From an optimization exercise on the open Yosys and OpenROAD flow, aimed at small area and a short achievable clock period; shortcuts taken in it are not production practice. Function was checked by simulation only, so behaviour that the tests miss may differ from the original. Power is estimated from default activity; no workload was simulated.

--- flow/config.mk ---
export PLATFORM = sky130hd
export DESIGN_NAME = psram_burst_responder
export DESIGN_NICKNAME = psram_burst_responder
export VERILOG_FILES = /design/flow/design.v
export SDC_FILE = /design/flow/constraint.sdc
export NUM_CORES = 4
export LEC_CHECK = 0
export CAP_MARGIN = 20
export CORE_MARGIN = 2
export CORE_UTILIZATION = 50
export SLEW_MARGIN = 20
export SYNTH_MEMORY_MAX_BITS = 8192
--- flow/constraint.sdc ---
create_clock -name core_clock -period 5.0 [get_ports {clk_i}]
set_input_delay 1.0000 -clock core_clock [delete_from_list [all_inputs] [get_ports {clk_i}]]
set_output_delay 1.0000 -clock core_clock [all_outputs]
set_load 0.01 [all_outputs]
--- flow/design.v ---
package psram_pkg;
    typedef enum logic [1:0] {
        ST_IDLE  = 2'd0,
        ST_LAT   = 2'd1,
        ST_WRITE = 2'd2,
        ST_READ  = 2'd3
    } psram_state_e;
    localparam int PSRAM_ADR_W = 23;
    localparam int PSRAM_DAT_W = 16;
    localparam int PSRAM_LATENCY_MIN = 2;
    localparam int PSRAM_LATENCY_MAX = 7;
endpackage
module psram_resp_mem
#(
    parameter int ADR_W = 8
) (
    input  logic                   clk_i,
    input  logic                   i_par,
    input  logic                   i_we,
    input  logic                   i_we_n,
    input  logic [(1<<(ADR_W-ADR_W/2))-1:0] i_hi,
    input  logic [(1<<(ADR_W-ADR_W/2))-1:0] i_hi_n,
    input  logic [(1<<(ADR_W/2))-1:0]       i_lo,
    input  logic [(1<<(ADR_W/2))-1:0]       i_lo_n,
    input  logic [psram_pkg::PSRAM_DAT_W-1:0] i_wdat,
    output logic [psram_pkg::PSRAM_DAT_W-1:0] o_rdat
);
    localparam int LO_N  = 1 << (ADR_W / 2);
    localparam int HI_N  = 1 << (ADR_W - ADR_W / 2);
    localparam int WORDS = 1 << ADR_W;
    localparam int DW    = psram_pkg::PSRAM_DAT_W;
    logic [WORDS-1:0][DW-1:0] r_mem;
    logic [WORDS-1:0]         w_sel;
    logic [WORDS-1:0]         w_we;
    logic [WORDS-1:0]         w_we_n;
    logic [DW-1:0]            w_x;
    logic [WORDS-1:0][DW-1:0] w_hit;
    logic [DW-1:0]            w_or;
    assign w_x = i_wdat ^ {DW{i_par}};
    for (genvar w = 0; w < WORDS; w++) begin : g_word
        assign w_sel[w]  = i_hi[w / LO_N] & i_lo[w % LO_N];
        assign w_we[w]   = i_we & w_sel[w];
        assign w_we_n[w] = i_we_n | i_hi_n[w / LO_N] | i_lo_n[w % LO_N];
        assign w_hit[w]  = r_mem[w] & {DW{w_sel[w]}};
        always_ff @(posedge clk_i) begin
            r_mem[w] <= ~(({DW{w_we[w]}} | r_mem[w]) & ({DW{w_we_n[w]}} | w_x));
        end
    end
    always_comb begin
        w_or = '0;
        for (int w = 0; w < WORDS; w++) begin
            w_or = w_or | w_hit[w];
        end
    end
    assign o_rdat = w_or ^ {DW{i_par}};
endmodule
module psram_burst_responder
#(
    parameter int ADR_W   = 8,
    parameter int LATENCY = 3
) (
    input  logic                   clk_i,
    input  logic                   rst_i,
    input  logic [psram_pkg::PSRAM_ADR_W-1:0] psram_adr,
    input  logic [psram_pkg::PSRAM_DAT_W-1:0] psram_dat_i,
    output logic [psram_pkg::PSRAM_DAT_W-1:0] psram_dat_o,
    output logic                   psram_dat_oe,
    output logic                   psram_wait,
    input  logic                   psram_ce_n,
    input  logic                   psram_adv_n,
    input  logic                   psram_we_n,
    input  logic                   psram_oe_n
);
    localparam int LO_W = ADR_W / 2;
    localparam int HI_W = ADR_W - LO_W;
    localparam int LO_N = 1 << LO_W;
    localparam int HI_N = 1 << HI_W;
    localparam logic [2:0] CNT_LOAD = 3'(LATENCY - 2);
    psram_pkg::psram_state_e           r_state;
    logic [2:0]             r_cnt;
    logic                   r_wr;
    logic [HI_N-1:0]        r_hi, r_hi_n;
    logic [LO_N-1:0]        r_lo, r_lo_n;
    logic                   r_par;
    logic [psram_pkg::PSRAM_DAT_W-1:0] r_dat_o;
    logic                   r_dat_oe;
    logic                   r_wait;
    logic                   w_data_edge;
    logic                   w_load;
    logic                   w_inc;
    logic                   w_to_read;
    logic                   w_mem_we;
    logic [HI_N-1:0]        w_hi_nx;
    logic [LO_N-1:0]        w_lo_nx;
    logic [HI_N-1:0]        w_adr_hi;
    logic [LO_N-1:0]        w_adr_lo;
    logic [psram_pkg::PSRAM_DAT_W-1:0] w_rdat;
    logic                   w_adr_unused;
    assign w_adr_unused = ^psram_adr[psram_pkg::PSRAM_ADR_W-1:ADR_W];
    assign w_data_edge = ~psram_ce_n & psram_adv_n;
    assign w_load      = ~psram_ce_n & ~psram_adv_n;
    assign w_mem_we    = ~rst_i & w_data_edge & (r_state == psram_pkg::ST_WRITE);
    assign w_to_read   = w_data_edge &
                         ((r_state == psram_pkg::ST_READ) |
                          ((r_state == psram_pkg::ST_LAT) & (r_cnt == 3'd0) & ~r_wr));
    assign w_inc       = w_data_edge &
                         ((r_state == psram_pkg::ST_READ) | (r_state == psram_pkg::ST_WRITE) |
                          ((r_state == psram_pkg::ST_LAT) & (r_cnt == 3'd0) & ~r_wr));
    for (genvar i = 0; i < HI_N; i++) begin : g_adr_hi
        assign w_adr_hi[i] = (psram_adr[ADR_W-1:LO_W] == HI_W'(i));
    end
    for (genvar i = 0; i < LO_N; i++) begin : g_adr_lo
        assign w_adr_lo[i] = (psram_adr[LO_W-1:0] == LO_W'(i));
    end
    always_comb begin
        if (rst_i) begin
            w_hi_nx = HI_N'(1);
            w_lo_nx = LO_N'(1);
        end else if (w_load) begin
            w_hi_nx = w_adr_hi;
            w_lo_nx = w_adr_lo;
        end else if (w_inc) begin
            w_lo_nx = {r_lo[LO_N-2:0], r_lo[LO_N-1]};
            w_hi_nx = r_lo[LO_N-1] ? {r_hi[HI_N-2:0], r_hi[HI_N-1]} : r_hi;
        end else begin
            w_hi_nx = r_hi;
            w_lo_nx = r_lo;
        end
    end
    psram_resp_mem #(
        .ADR_W (ADR_W)
    ) u_mem (
        .clk_i  (clk_i),
        .i_par  (r_par),
        .i_we   (w_mem_we),
        .i_we_n (~w_mem_we),
        .i_hi   (r_hi),
        .i_hi_n (r_hi_n),
        .i_lo   (r_lo),
        .i_lo_n (r_lo_n),
        .i_wdat (psram_dat_i),
        .o_rdat (w_rdat)
    );
    always_ff @(posedge clk_i) begin
        r_par <= ~r_par;
    end
    always_ff @(posedge clk_i) begin
        r_hi   <= w_hi_nx;
        r_lo   <= w_lo_nx;
        r_hi_n <= ~w_hi_nx;
        r_lo_n <= ~w_lo_nx;
        r_dat_o <= w_rdat;
    end
    always_ff @(posedge clk_i) begin
        if (rst_i) begin
            r_state  <= psram_pkg::ST_IDLE;
            r_cnt    <= '0;
            r_wr     <= 1'b0;
            r_dat_oe <= 1'b0;
            r_wait   <= 1'b0;
        end else if (psram_ce_n) begin
            r_state  <= psram_pkg::ST_IDLE;
            r_wait   <= 1'b0;
            r_dat_oe <= 1'b0;
        end else if (!psram_adv_n) begin
            r_state  <= psram_pkg::ST_LAT;
            r_wr     <= ~psram_we_n;
            r_cnt    <= CNT_LOAD;
            r_wait   <= 1'b1;
            r_dat_oe <= 1'b0;
        end else begin
            unique case (r_state)
                psram_pkg::ST_IDLE: begin
                end
                psram_pkg::ST_LAT: begin
                    if (r_cnt != 3'd0) begin
                        r_cnt <= r_cnt - 3'd1;
                    end else if (r_wr) begin
                        r_state <= psram_pkg::ST_WRITE;
                        r_wait  <= 1'b0;
                    end else begin
                        r_state  <= psram_pkg::ST_READ;
                        r_wait   <= 1'b0;
                        r_dat_oe <= ~psram_oe_n;
                    end
                end
                psram_pkg::ST_WRITE: begin
                end
                psram_pkg::ST_READ: begin
                    r_dat_oe <= ~psram_oe_n;
                end
                default: begin
                    r_state <= psram_pkg::ST_IDLE;
                end
            endcase
        end
    end
    assign psram_dat_o  = r_dat_o;
    assign psram_dat_oe = r_dat_oe;
    assign psram_wait   = r_wait;
endmodule
--- flow/run.sh ---
#!/bin/bash
# synth_recipe.tcl (not shown) runs the flow's synth.tcl, then flattens the netlist and writes it again
# the make line also repeats each setting of config.mk as NAME=value (left out here)
make -C /OpenROAD-flow-scripts/flow DESIGN_CONFIG=/design/flow/config.mk WORK_HOME=/design/flow/orfs CLKGATE_MAP_FILE= SYNTH_SCRIPT=/design/flow/synth_recipe.tcl finish
==> run summary <==
-- final cells by class --
class                           count  area share
Multi-Input combinational cell   8508       0.339
Timing Repair Buffer              450      0.0279
Inverter                           33    0.000755
Sequential cell                  4185       0.511
Clock buffer                      624      0.0764
Tap cell                         3939      0.0300
Clock inverter                    143      0.0126
Antenna cell                      134     0.00204
-- layout by cell type (no fill, tap or decap), drive strengths merged, types with 107 or more instances in the layout --
cell type,n
a21oi,125
a221oi,209
a222oi,150
a22o,394
a22oi,664
and2,176
and3,205
buf,403
clkbuf,624
dfxtp,4185
diode,134
nand3,1013
nand4,439
nor4,107
o22ai,4165
or3,257
-- registers in the layout (all words and copies together), names as in the netlist, 2 cells and up --
register / cells
r_lo: 16
r_cnt: 3
u_mem.r_mem: 4096
r_hi: 16
r_hi_n: 16
r_dat_o: 16
r_lo_n: 16
r_state: 2
-- power groups by stage --
stage / sequential (W) / clock, W / combinational, W
3_5_place_dp: 0.0347 / 0 / 0.00259
5_1_grt: 0.0339 / 0.0348 / 0.00273
4_1_cts: 0.0339 / 0.0334 / 0.00260
2_1_floorplan: 0.0343 / 0 / 0.00136
6_report: 0.0340 / 0.0334 / 0.00279
3_3_place_gp: 0.0346 / 0 / 0.00256
-- logic make-up after synthesis --
| family | after synthesis | share of synthesized area |
|---|---|---|
| AOI/OAI and AO/OA | 5975 | 0.274 |
| xor gates and xnor gates | 34 | 0.00201 |
| adders and majority gates | 2 | 0.000169 |
| buffers and inverters | 2302 | 0.0638 |
| DFF | 4185 | 0.564 |
| muxes | 31 | 0.00209 |
| and+or+nand+nor | 2466 | 0.0935 |
-- path summary, 6_finish.rpt --
check / startpoint / to / slack [ns]
max: r_hi[9]$_DFF_P_ / r_dat_o[0]$_DFF_P_ / 0.28
max reg2reg: r_hi[9]$_DFF_P_ / r_dat_o[0]$_DFF_P_ / 0.28
min reg2reg: u_mem.r_mem[2236]$_DFF_P_ / u_mem.r_mem[2236]$_DFF_P_ / 0.43
min: u_mem.r_mem[2236]$_DFF_P_ / u_mem.r_mem[2236]$_DFF_P_ / 0.43
-- routing by layer --
| metal | global-route usage | share of wire |
|---|---|---|
| met5 | 0 | 0.00069 |
| met1 | 0.546 | 0.38 |
| met4 | 0.242 | 0.065 |
| met3 | 0.170 | 0.15 |
| met2 | 0.581 | 0.41 |
-- metrics by stage --
stage | hold WS [ns] | util | instance area, sq um
2_1_floorplan | 0.404 | - | 148000
6_report | 0.427 | 0.554 | 164000
5_1_grt | 0.436 | 0.554 | 164000
3_5_place_dp | 0.419 | 0.504 | 149000
3_3_place_gp | 0.412 | 0.504 | 149000
4_1_cts | 0.427 | 0.553 | 164000
==> run summary <==
final setup violation count 0; cell with the most instances after synthesis dfxtp_1; Avg Inst Size Synth slightly below 10 sq um; pin count of the biggest net entering global routing 123; Final #Nets about 14000; Post-Route WL roughly 670 mm; CTS tree built; sequential fraction of the synthesis area 0.564; gr usage total 0.419; antenna violations before repair between 70 and 80; chip height between 500 and 600 microns; Die W 549 microns; Reg area 83900 sq um; total chip power 0.0702 W; Max Root-Sink Buffers 4; post-CTS setup buffers 0; RSZ-0062 raised after global routing no; Worst path slowest cell nor4_1; first-pass GRT wire length 934 mm; endpoint type of the worst setup path flop; worst-margin pin slew approximately 1.4 ns; Pre-antenna DRT Iters 10; Post-synth top flop dfxtp_1; sequential share of power 0.484; Yosys Warn Count 2; cts hold-fix bufs 0; Final WS setup ~0.28 ns; total CTS buffers 421; clk_skew 0.0546 ns; Max Cap Viol 0; Sw Pwr ~0.017 W; Worst-path clk slew roughly 0.06 ns; arrival time worst endpoint 5.56 ns; number of flops mapped to enable cells by yosys 0; via count approximately 140k; Yosys reg bits approximately 4200; crit-path most repeated cell nand4_1; Pwr Density 428 nW/um^2; DRC errors left 0; fmax approximately 0.21 GHz; Synth area leader dfxtp_1; WL per Instance approximately 37 microns; Critical Path Max Stage Delay slightly below 0.8 ns; Levels on crit path 10; CP bufs+invs 3; Required @ worst endpoint 5.84 ns; Post-synth top cells 4185 x dfxtp_1, 4165 x o22ai_1, 1657 x clkbuf_1; die area around 300000 sq um; clock root buffer clkbuf_16; placed cells 17100; crit-path cells buf_12, nand3_1, nand4_1, nor4_1, nand4_1, buf_4, nor4_1, buf_4, nand4_1, xnor2_1; async set-reset flop share out of synthesis 0; Hold Path Stages 1; H-Tree Depth 5; initial core utilization 0.502; Final min period 4.72 ns; fill count ~25000; I/O pin count 63; Mapped Cells ~15000; Leak between 50 and 60 nW; Vias/cell 7.70; Multi-input gate area about 56000 sq um; Hold Violations, Final 0; Period Utilization, post-route 0.943; Synth top area share 0.564; maximum VDD drop 0.000352 V; Area Overhead vs Synth 10.5%; floorplan row count 200; clock sink count around 4200; switching portion of total power 0.238; dpl ws between 0.6 and 0.7 ns; status complete, no violations; Clock Power Share 0.476; crit-path max FO 110; final setup TNS 0 ns; cell count of the worst reg-to-reg path 10; critical path's top delay family simple AND/OR/NAND/NOR gates; Final Max Tran Viols 0; critical path launch point type flop; Buffers on Ports between 40 and 50; number of global-route vias before repair roughly 130k; Comb pwr share 0.040; core area slightly below 300000 sq um; final std cells w/o fill 18000; top area cells in the synthesized netlist dfxtp_1 56%, o22ai_1 18%, clkbuf_1 4.2%; gp weighted congestion 1.03; Slew headroom 0.0880; count of cell types in the netlist 65; DRT antenna net count 0; worst hold path type reg -> reg; ratio of cells with drive above 1 in the final layout 0.0875; WS Path Type reg -> reg; P_int ~0.053 W; Iteration-0 DRC Markers 23800; Clk Latency, worst-skew pair 1.00 ns; synthesized net count around 15000; number of gates resized after CTS 0; dpl hpwl 419 mm; mapped cell area ~150000 sq um; Congestion Overflow GR 0

[separate check: timing with driven ports]
How much do the figures lean on ideal ports? The routed layout below was timed once more, with nothing changed but the port constraints.
Step 1 (the two cells are an assumption about what drives the block):
set clk [get_ports {clk_i}]
set_driving_cell -lib_cell sky130_fd_sc_hd__clkbuf_16 $clk
set_driving_cell -lib_cell sky130_fd_sc_hd__buf_2 [delete_from_list [all_inputs] $clk]
Step 2 moves the port delays by t, midway between the first and last clock arrival at a register: inputs arrive t later, outputs are due t later. That takes back most of the time a late clock gives input paths.
Slacks: no drivers / after step 1 / after step 2; pairs: no drivers / after step 1.
t, ns: 1.085
slack for setup (ns): 0.284 / 0.284 / 0.284
worst setup path after step 2: register to register
After both steps this run still meets setup and hold. The setup slack of this run moves by 0.000 ns with the drivers and by 0.000 ns with both steps.
